From an optimization exercise on the open Yosys and OpenROAD flow, aimed at small area, a short achievable clock period and few clock cycles per item; shortcuts taken in it are not production practice. No run shown here included a check of the RTL's function; only the layout flow was run.

==> flow/design.v (outline; a module is shown in full before it is edited, if it fits) <==
// module iirdf2_sat: 28 lines
// module iirdf2_sum_p: 1355 lines
// module iirdf2_sum_r: 1298 lines
// module iirdf2_sum_w: 722 lines
// module iirdf2_sum_q: 749 lines
// module iirdf2_sum_y: 724 lines
// module iir_direct_form_two_filter: 131 lines
module iir_direct_form_two_filter (
    input  logic                                   aclk,
    input  logic                                   aresetn,
    input  logic                                   s_valid,
    output logic                                   s_ready,
    input  logic signed [iirdf2_pkg::SAMPLE_W-1:0] s_sample_in,
    output logic                                   m_valid,
    input  logic                                   m_ready,
    output logic signed [iirdf2_pkg::SAMPLE_W-1:0] m_sample_out,
    output logic                                   m_clipped,
    input  logic                                   cfg_wr_en,
    input  logic [iirdf2_pkg::REG_IDX_W-1:0]       cfg_index,
    input  logic [iirdf2_pkg::COEF_W-1:0]          cfg_data
);
  // ...
==> flow/flow/run.sh <==
#!/bin/bash
# Standard layout, with one netlist step between synthesis and floorplan:
# flow/polarity.py re-assigns the polarity of the full adders (and xor/xnor
# gates) of the synthesized netlist to drop most inverters between them.
# Registers and ports are left as they are.
set -euo pipefail
R=orfs/results/${FLOW_PLATFORM}/iir_direct_form_two_filter/base
bash standard.sh synth > synth.log 2>&1
cp $R/1_2_yosys.v 1_2_yosys.orig.v
python3 flow/polarity.py 1_2_yosys.orig.v $R/1_2_yosys.v 300000 > polarity.log 2>&1
rm -f $R/1_synth.odb $R/1_synth.sdc
bash standard.sh > layout.log 2>&1
==> flow/flow/polarity.py <==
#!/usr/bin/env python3
"""Re-assign full-adder polarities in a flat sky130 Yosys netlist to remove
inverters between full adders. A full adder is self-dual:
FA(~a, ~b, ~c) = (~sum, ~cout), so each fa cell may compute on complemented
inputs and outputs. Inverters are then rebuilt where a consumer needs the
other polarity of a signal.

usage: polarity.py in.v out.v
"""
import re, sys, collections

src = open(sys.argv[1]).read()
m = re.search(r'\bmodule\s+(\S+)\s*\((.*?)\);', src, re.S)
body_start = m.end()
end = src.rindex('endmodule')
head, body, tail = src[:body_start], src[body_start:end], src[end:]

# split body into statements
stmts = []
for st in re.split(r';\s*\n', body):
    if st.strip():
        stmts.append(st.strip() + ' ;')

cell_re = re.compile(r'^(?:\(\*.*?\*\)\s*)*(sky130_fd_sc_hd__\w+)\s+(\S+)\s*\((.*)\)\s*;$', re.S)
pin_re = re.compile(r'\.(\w+)\(\s*([^()]*?)\s*\)')
OUT = {'X', 'Y', 'Q', 'Q_N', 'SUM', 'COUT', 'HI', 'LO'}

cells = []      # dicts: type, name, pins(dict), idx
other = []      # non-cell statements (wire decls, assigns)
for st in stmts:
    mm = cell_re.match(st)
    if mm:
        typ, name, pins = mm.group(1), mm.group(2), mm.group(3)
        cells.append({'type': typ, 'name': name,
                      'pins': dict(pin_re.findall(pins))})
    else:
        other.append(st)

INV = re.compile(r'sky130_fd_sc_hd__(inv|clkinv)_\d+$')
FA = re.compile(r'sky130_fd_sc_hd__fa_\d+$')
XR = re.compile(r'sky130_fd_sc_hd__x(n?)or2_(\d+)$')

driver = {}
loads = collections.defaultdict(list)   # net -> [(cell idx, pin)]
for i, c in enumerate(cells):
    for p, n in c['pins'].items():
        if p in OUT:
            driver[n] = (i, p)
        else:
            loads[n].append((i, p))

# nets used by assigns / ports count as fixed-polarity consumers
fixed_nets = set()
for st in other:
    if st.startswith('assign'):
        for n in re.findall(r'[\\\w\[\]\.$]+', st):
            fixed_nets.add(n)

for st in other:
    mo = re.search(r'\boutput\s+(?:\[[^\]]*\]\s*)?(\S+)\s*;', st)
    if mo:
        nm = mo.group(1)
        rng = re.search(r'\boutput\s+\[(\d+):(\d+)\]', st)
        if rng:
            hi, lo = int(rng.group(1)), int(rng.group(2))
            for k in range(min(hi, lo), max(hi, lo) + 1):
                fixed_nets.add(f"{nm}[{k}]")
        fixed_nets.add(nm)

def is_inv(i):
    return INV.match(cells[i]['type']) is not None

# base signal: strip inverter chains
def base(net):
    par = 0
    seen = 0
    while net in driver and is_inv(driver[net][0]) and seen < 10:
        net = cells[driver[net][0]]['pins']['A']
        par ^= 1
        seen += 1
    return net, par

fas = [i for i, c in enumerate(cells) if FA.match(c['type'])]
fa_set = set(fas)
xrs = [i for i, c in enumerate(cells) if XR.match(c['type'])]
xr_set = set(xrs)
pol = {i: 0 for i in fas + xrs}

# consumers: for each base signal, list of (consumer, pin, required parity
# relative to the base signal, fa idx or None)
cons = collections.defaultdict(list)
for i, c in enumerate(cells):
    if is_inv(i):
        continue
    for p, n in c['pins'].items():
        if p in OUT:
            continue
        b, par = base(n)
        cons[b].append((i, p, par))
for n in fixed_nets:
    b, par = base(n)
    cons[b].append((None, None, par))

# source polarity of a base net: 0 unless driven by a flipped FA output
def src_pol(b):
    d = driver.get(b)
    if d and d[0] in pol:
        return pol[d[0]]
    return 0

def need(b):
    """set of physical polarities (relative to the logical base signal)
    that consumers of b need"""
    s = set()
    for (i, p, par) in cons[b]:
        q = par ^ (pol[i] if i in fa_set else 0)
        s.add(q)
    return s

def cost_net(b):
    sp = src_pol(b)
    return sum(1 for q in need(b) if q != sp)

fa_nets = {}
for i in fas:
    c = cells[i]['pins']
    nets = set()
    for p in ('A', 'B', 'CIN'):
        nets.add(base(c[p])[0])
    for p in ('SUM', 'COUT'):
        nets.add(c[p])
    fa_nets[i] = nets

for i in xrs:
    fa_nets[i] = {cells[i]['pins'][p] for p in cells[i]['pins'] if p in OUT}

def local_cost(i):
    return sum(cost_net(b) for b in fa_nets[i])

import random
random.seed(1)
total0 = sum(cost_net(b) for b in cons)
frozen = {driver[n][0] for n in fixed_nets if n in driver}
nodes = [i for i in fas + xrs if i not in frozen]
cur = total0
best = dict(pol); best_cost = cur
T = 2.0
steps = int(sys.argv[3]) if len(sys.argv) > 3 else 300000
for k in range(steps):
    i = nodes[random.randrange(len(nodes))]
    before = local_cost(i)
    pol[i] ^= 1
    d = local_cost(i) - before
    if d <= 0 or random.random() < pow(2.718, -d / T):
        cur += d
        if cur < best_cost:
            best_cost = cur; best = dict(pol)
    else:
        pol[i] ^= 1
    T = max(0.05, 2.0 * (1 - k / steps))
pol = best
for it in range(10 if steps >= 0 else 0):
    changed = 0
    for i in nodes:
        before = local_cost(i)
        pol[i] ^= 1
        if local_cost(i) < before:
            changed += 1
        else:
            pol[i] ^= 1
    if not changed:
        break
total1 = sum(cost_net(b) for b in cons)
old_inv = sum(1 for i in range(len(cells)) if is_inv(i))
sys.stderr.write(f"inverters: {old_inv} in netlist; needed before {total0}, after {total1}; "
                 f"{sum(pol[i] for i in fas)} of {len(fas)} adders, {sum(pol[i] for i in xrs)} of {len(xrs)} xors flipped\n")

# rebuild: drop every inverter, add one inverter per base net whose
# consumers need the other polarity
new_cells = []
inv_of = {}
ninv = 0
def phys(b, q):
    """net carrying base b at physical polarity q"""
    global ninv
    if q == src_pol(b):
        return b
    if b not in inv_of:
        n = f"_polinv{ninv}_"
        inv_of[b] = n
        new_cells.append({'type': 'sky130_fd_sc_hd__inv_1', 'name': f"_polinv_cell{ninv}_",
                          'pins': {'A': b, 'Y': n}, 'new': True})
        ninv += 1
    return inv_of[b]

for i, c in enumerate(cells):
    if is_inv(i):
        y = c['pins']['Y']
        if y in fixed_nets:
            b, par = base(y)
            new_cells.append({'type': c['type'], 'name': c['name'],
                              'pins': {'A': phys(b, par ^ 1), 'Y': y}})
        continue
    pins = dict(c['pins'])
    for p, n in c['pins'].items():
        if p in OUT:
            continue
        b, par = base(n)
        q = par ^ (pol[i] if i in fa_set else 0)
        pins[p] = phys(b, q)
    typ = c['type']
    if i in xr_set and pol[i]:
        mx = XR.match(typ)
        typ = f"sky130_fd_sc_hd__{'x' if mx.group(1) else 'xn'}or2_{mx.group(2)}"
        # xor2 drives X, xnor2 drives Y
        if 'X' in pins:
            pins['Y'] = pins.pop('X')
        else:
            pins['X'] = pins.pop('Y')
    new_cells.append({'type': typ, 'name': c['name'], 'pins': pins})

# nets used by assigns must still carry their original values
extra_assigns = []
for n in fixed_nets:
    if n in driver and (is_inv(driver[n][0]) or (driver[n][0] in pol and pol[driver[n][0]])):
        b, par = base(n)
        extra_assigns.append((n, phys(b, par)))
# remove wires no longer driven? keep declarations (unused wires are fine)
used = set()
for c in new_cells:
    used.update(c['pins'].values())
def keep(st):
    mw = re.search(r'\bwire\s+(\S+)\s*;', st)
    if mw and not st.lstrip().startswith('assign'):
        return mw.group(1) in used or mw.group(1) in fixed_nets
    return True
out = [head]
for st in other:
    if keep(st):
        out.append('  ' + st + '\n')
for n, src_n in extra_assigns:
    pass  # handled below
wires = set(re.findall(r'wire\s+(?:\[[^\]]*\]\s*)?(\S+)\s*;', body))
for c in new_cells:
    if c.get('new'):
        out.append(f"  wire {c['pins']['Y']};\n")
for c in new_cells:
    pins = ',\n'.join(f"    .{p}({n}{' ' if n.startswith(chr(92)) else ''})" for p, n in c['pins'].items())
    nm = c['name'] + (' ' if c['name'].startswith(chr(92)) else '')
    out.append(f"  {c['type']} {nm} (\n{pins}\n  );\n")
out.append(tail)
if extra_assigns:
    sys.stderr.write(f"WARNING: {len(extra_assigns)} assign nets re-polarised\n")
open(sys.argv[2], 'w').write(''.join(out))
==> flow/standard.sh <==
#!/bin/bash
# synth_recipe.tcl (not shown) runs the flow's synth.tcl, then flattens the netlist and writes it again
# the make line also repeats each setting of config.mk as NAME=value (left out here)
make -C /OpenROAD-flow-scripts/flow DESIGN_CONFIG=/design/flow/config.mk WORK_HOME=/design/flow/orfs CLKGATE_MAP_FILE= SYNTH_SCRIPT=/design/flow/synth_recipe.tcl "${@:-finish}"
==> flow/config.mk <==
export PLATFORM = sky130hd
export DESIGN_NAME = iir_direct_form_two_filter
export DESIGN_NICKNAME = iir_direct_form_two_filter
export VERILOG_FILES = /design/flow/design.v
export SDC_FILE = /design/flow/constraint.sdc
export NUM_CORES = 4
export LEC_CHECK = 0
export ABC_AREA = 1
export CAP_MARGIN = 20
export CELL_PAD_IN_SITES_DETAIL_PLACEMENT = 1
export CORE_MARGIN = 2
export CORE_UTILIZATION = 40
export PLACE_DENSITY = 0.5
export SETUP_SLACK_MARGIN = 2.5
export SLEW_MARGIN = 20
==> flow/constraint.sdc <==
create_clock -name core_clock -period 9.0 [get_ports {aclk}]
set_input_delay 1.8000 -clock core_clock [delete_from_list [all_inputs] [get_ports {aclk}]]
set_output_delay 1.8000 -clock core_clock [all_outputs]
set_load 0.01 [all_outputs]
==> qor.log, run 1 <==
[outcome] run status finished clean
[timing] Final Critical Period 6.487 ns
[cells_and_area] commonest non-fill, non-tap cells in the layout sky130_fd_sc_hd__fa_1, sky130_fd_sc_hd__o22ai_1, sky130_fd_sc_hd__xnor2_1
[global_routing] global routing usage summed across all routing layers 35.64%
[setup_path] flop2flop setup slack 2.51 ns
[global_routing] pin count of the biggest net entering global routing 142
[route] vias post-DR 74.23k
[cells_and_area] multi-input combinational area share 69.40%
[setup_path] critical path endpoint pb_b[25]
[worst_hold_path] number of stages on the worst hold path 2
[route] top sig layer met5
[worst_hold_path] worst hold endpoint vc
[place] number of port buffers 60
[setup_path] worst path cell trace inv_1 > buf_4 > o22ai_1 > xnor2_1 > fa_1 > fa_1 > fa_1 > fa_1 > fa_1 > fa_1 > fa_1 > fa_1
[cells_and_area] final non-filler cell total 11.42k
[clock_tree] quantity of hold-fixing buffers added after cts 0
[setup_path] stages on the worst setup path 12
[floorplanning] core box area 212,300 um2
[cells_and_area] final core utilization 43.95%
[place] worst setup slack before clock tree synthesis 2.178 ns
[timing] number of max-slew violations in the final report 0
[clock_tree] CTS-repair resized insts 33
[clock_tree] clk sink count 632
[clock_tree] clock transition at the registers of the reported paths 0.06 ns
[route] Pre-Repair DR Iteration Count 9
[floorplanning] ports placed on the boundary 61
[clock_tree] number of buffers created by CTS 72
[timing] largest clock skew in the final design 0.04573 ns
[clock_tree] htree depth 3
[setup_path] Setup crit start s2[9]
[cells_and_area] commonest non-fill, non-tap cell in the layout sky130_fd_sc_hd__fa_1
[clock_tree] clock tree from TritonCTS built
[global_routing] GR peak layer met2
[route] WL final 400,100 um
==> run 2: changes to the inputs <==
--- a/flow/config.mk
+++ b/flow/config.mk
@@ -12,4 +12,4 @@
 export CORE_UTILIZATION = 40
 export PLACE_DENSITY = 0.5
-export SETUP_SLACK_MARGIN = 2.5
+export SETUP_SLACK_MARGIN = 3.6
 export SLEW_MARGIN = 20
==> run 2 against run 1 <==
Against the previous run: via count increased by 4.1%; fmax grew 7.8%; worst hold slack lost 0.015 ns; clock-buffer cell count shrank 7; synthesized cell count stayed put; critical path depth increased by 15; clock skew is 0.0024 ns higher; wire length is 5.6% higher; critical path type unchanged; critical endpoint is now y_reg[8].
==> qor.log, run 2 <==
[floorplanning] x dimension of the die 466.6 um [unchanged]
[place] number of port buffers 60 [unchanged]
[timing] final number of hold-violating endpoints 0 [unchanged]
[clock_tree] quantity of hold-fixing buffers added after cts 0 [unchanged]
[timing] setup ws final 2.982 ns [was 2.513 ns]
[timing] Final setup violation count 0 [unchanged]
[synthesis] net count after synthesis 10.43k [unchanged]
[route] number of remaining DRC errors 0 [unchanged]
[timing] smallest hold slack 0.4622 ns [was 0.4767 ns]
[place] final HPWL from detailed placement 290,600 um [about the same]
[route] average vias per placed instance 6.530 [was 6.501]
[synthesis] synthesized instance count 8,699 [unchanged]
[worst_hold_path] number of stages on the worst hold path 2 [unchanged]
[worst_hold_path] startpoint of the most critical hold path vc [unchanged]
[clock_tree] cell at the root of the clock tree sky130_fd_sc_hd__clkbuf_16 [unchanged]
[global_routing] global-route track usage on met1 51.24% [was 49.51%]
[clock_tree] htree depth 3 [unchanged]
[timing] transition time of the tightest slew-check pin 1.241 ns [was 1.285 ns]
[clock_tree] clock transition at the registers of the reported paths 0.06 ns [about the same]
[flow_run] count of maximum capacitance violations 0 [unchanged]
[synthesis] post-synthesis average cell area 9.839 um2 [unchanged]
[floorplanning] die height 466.6 um [unchanged]
[clock_tree] Bufs on Longest Clock Path 3 [unchanged]
[timing] relative slew slack 17.26% [was 14.24%]
[timing] max frequency 166.2 MHz [was 154.2 MHz]
[setup_path] Worst Path Class, Setup flop to flop [unchanged]
[setup_path] startpoint types flop [unchanged]
[clock_tree] number of buffers created by CTS 74 [was 72]
[timing] number of max-slew violations in the final report 0 [unchanged]
[route] DRT antenna net count 0 [unchanged]
[timing] Final Critical Period 6.018 ns [was 6.487 ns]
[clock_tree] clock tree from TritonCTS built [unchanged]
[route] Pre-Repair DR Iteration Count 6 [was 9]
[timing] final-layout setup total negative slack 0 ns [unchanged]
[setup_path] delay contributed by the slowest stage of the critical path 0.55 ns [was 0.88 ns]
[floorplanning] core box area 212,300 um2 [unchanged]
[floorplanning] Starting Density 40.32% [unchanged]
[route] Routed WL per cell 35.69 um [was 35.04 um]
[clock_tree] Skew-Pair Late Insertion Delay 0.71 ns [about the same]
[floorplanning] die footprint 217,700 um2 [unchanged]
[global_routing] GR peak layer met2 [unchanged]
[setup_path] sort of element at the end of the critical path flop [unchanged]
[place] worst setup slack before clock tree synthesis 2.026 ns [was 2.178 ns]
[route] WL final 422,400 um [was 400,100 um]
[place] placed cell areas 89,040 um2 [was 89,130 um2]
[setup_path] Reg2Reg Launch Point d1y[20] [was s2[9]]
[cells_and_area] layout cell share with drive strength beyond 1 20.32% [was 9.149%]
[synthesis] synthesized area 85,590 um2 [unchanged]
[worst_hold_path] class of the tightest hold or removal check flop to flop [unchanged]
[cells_and_area] Top Registers pa_b (43), qa_c (43), qb_c (43) [unchanged]
[setup_path] Crit-path slowest cell sky130_fd_sc_hd__edfxtp_1 [was sky130_fd_sc_hd__inv_1]
[global_routing] first-pass GRT wire length 591,800 um [was 560,900 um]
[cells_and_area] # fillers 23.13k [was 23.53k]
[global_routing] met2 demand-to-capacity share in global routing 54.45% [was 51.03%]
[cells_and_area] commonest non-fill, non-tap cell in the layout sky130_fd_sc_hd__o22ai_1 [was sky130_fd_sc_hd__fa_1]
[route] vias post-DR 77.29k [was 74.23k]
[cells_and_area] post-route design area 101,200 um2 [was 93,310 um2]
[global_routing] global routing usage summed across all routing layers 37.65% [was 35.64%]
[floorplanning] number of core rows 169 [unchanged]
[floorplanning] ports placed on the boundary 61 [unchanged]
[place] global placer's final weighted congestion 0.9719 [was 0.9733]
[setup_path] maximum fanout count along the critical path 8 [was 22]
[global_routing] number of antenna violations at the first check in global routing 16 [was 20]
[global_routing] pin count of the biggest net entering global routing 152 [was 142]
[timing] largest clock skew in the final design 0.04817 ns [was 0.04573 ns]
[setup_path] Req. time, crit path 9.43 ns [was 9.31 ns]
[cells_and_area] final non-filler cell total 11.84k [was 11.42k]
[global_routing] total overflow reported by the global router 0 [unchanged]
[cells_and_area] commonest non-fill, non-tap cells in the layout sky130_fd_sc_hd__o22ai_1, sky130_fd_sc_hd__fa_1, sky130_fd_sc_hd__xnor2_1 [was sky130_fd_sc_hd__fa_1, sky130_fd_sc_hd__o22ai_1, sky130_fd_sc_hd__xnor2_1]
[route] 1st-iter DRT viols 10.76k [was 9,981]
[setup_path] Worst Reg2Reg Path Length in Cells 27 [was 12]
[synthesis] total of warnings raised by yosys 3 [unchanged]
[timing] RSZ-0062 raised after global routing true [was false]
[global_routing] met3 Resource Use GR 11.25% [was 9.991%]
[setup_path] Setup crit start d1y[20] [was s2[9]]
[global_routing] via count of the first global-routing pass 79.65k [was 75.77k]
[outcome] run status finished clean [unchanged]
[cells_and_area] relative area change from synthesis to final layout 18.19% [was 9.023%]
[cells_and_area] number of nets at the end of the flow 10.67k [was 10.26k]
[setup_path] CP Data Arrival Time 6.45 ns [was 6.79 ns]
[clock_tree] clk sink count 632 [unchanged]
[place] number of placed instances, taps included 11.09k [was 11.11k]
[timing] share of the clock period used by the worst path 66.87% [was 72.07%]
run 2: layout make-up:
type / instances / area (um2) / share of cell area (%)
antenna: 11 / 27.53 / 0.02721
clock buffer: 94 / 2062 / 2.038
clock inverter: 43 / 531.8 / 0.5257
inverter: 623 / 2833 / 2.800
multi-input combinational: 6676 / 67830 / 67.05
sequential: 632 / 15850 / 15.67
tap: 2821 / 3530 / 3.489
timing repair buffer: 893 / 8207 / 8.113
timing repair inverter: 42 / 290.3 / 0.2869
run 2: path summary, 6_finish.rpt:
path | slack (ns) | endpoint
worst max-delay path | 2.98 | y_reg[8]
worst min-delay path | 0.46 | vc
worst max register to register | 2.98 | y_reg[8]
worst min register to register | 0.46 | vc
run 2: what timing repair did:
action	4_1_cts	5_1_grt
buffers inserted	409	128
pin swaps	156	179
setup endpoints to repair	169	148
cloned	50	8
gates resized for setup	708	392
run 2: metal layers:
layer | wire length [um] | up-vias
met3 | 52170 | 1353
met1 | 166000 | 40180
met4 | 27310 | 8
met2 | 176900 | 5649
li1 | - | 30100
met5 | 49 | -
run 2: critical path: cells and delay by family, from the launching register on:
| kind | cells | cell delay [ns] |
|---|---|---|
| adders and majority gates | 7 | 2.83 |
| xor gates and xnor gates | 1 | 0.21 |
| DFF | 1 | 0.55 |
| buffers and inverters | 3 | 0.63 |
| AOI/OAI and AO/OA | 1 | 0.12 |
| and+or+nand+nor | 15 | 1.37 |
run 2: metrics by stage:
step                      utilization, %
after floorplan                        -
after global placement             41.93
after detailed placement           41.94
after CTS                          46.27
after global routing               47.64
final                              47.65

static timing again, ports no longer ideal:
Ports are ideal in the flow. The routed layouts listed here were re-timed in OpenROAD. Step 1: set_driving_cell puts a clkbuf_16 on aclk and a buf_2 on each other input, an assumption about the parent block. Step 2, shift: input delay + t, output delay - t, t = (earliest + latest rising clock arrival at the registers) / 2. This alone moves slack from input paths to output paths. Slacks: no drivers / after step 1 / after step 2; pairs: no drivers / after step 1.
run	t (ns)	setup slack, ns	worst setup path at the end	worst slew at a driven data input, ns
run 1	0.774	2.513 / 2.513 / 2.513	register to register	0.06
run 2	0.772	2.982 / 2.982 / 2.982	register to register	0.06
After both steps setup and hold are still met in every run listed.
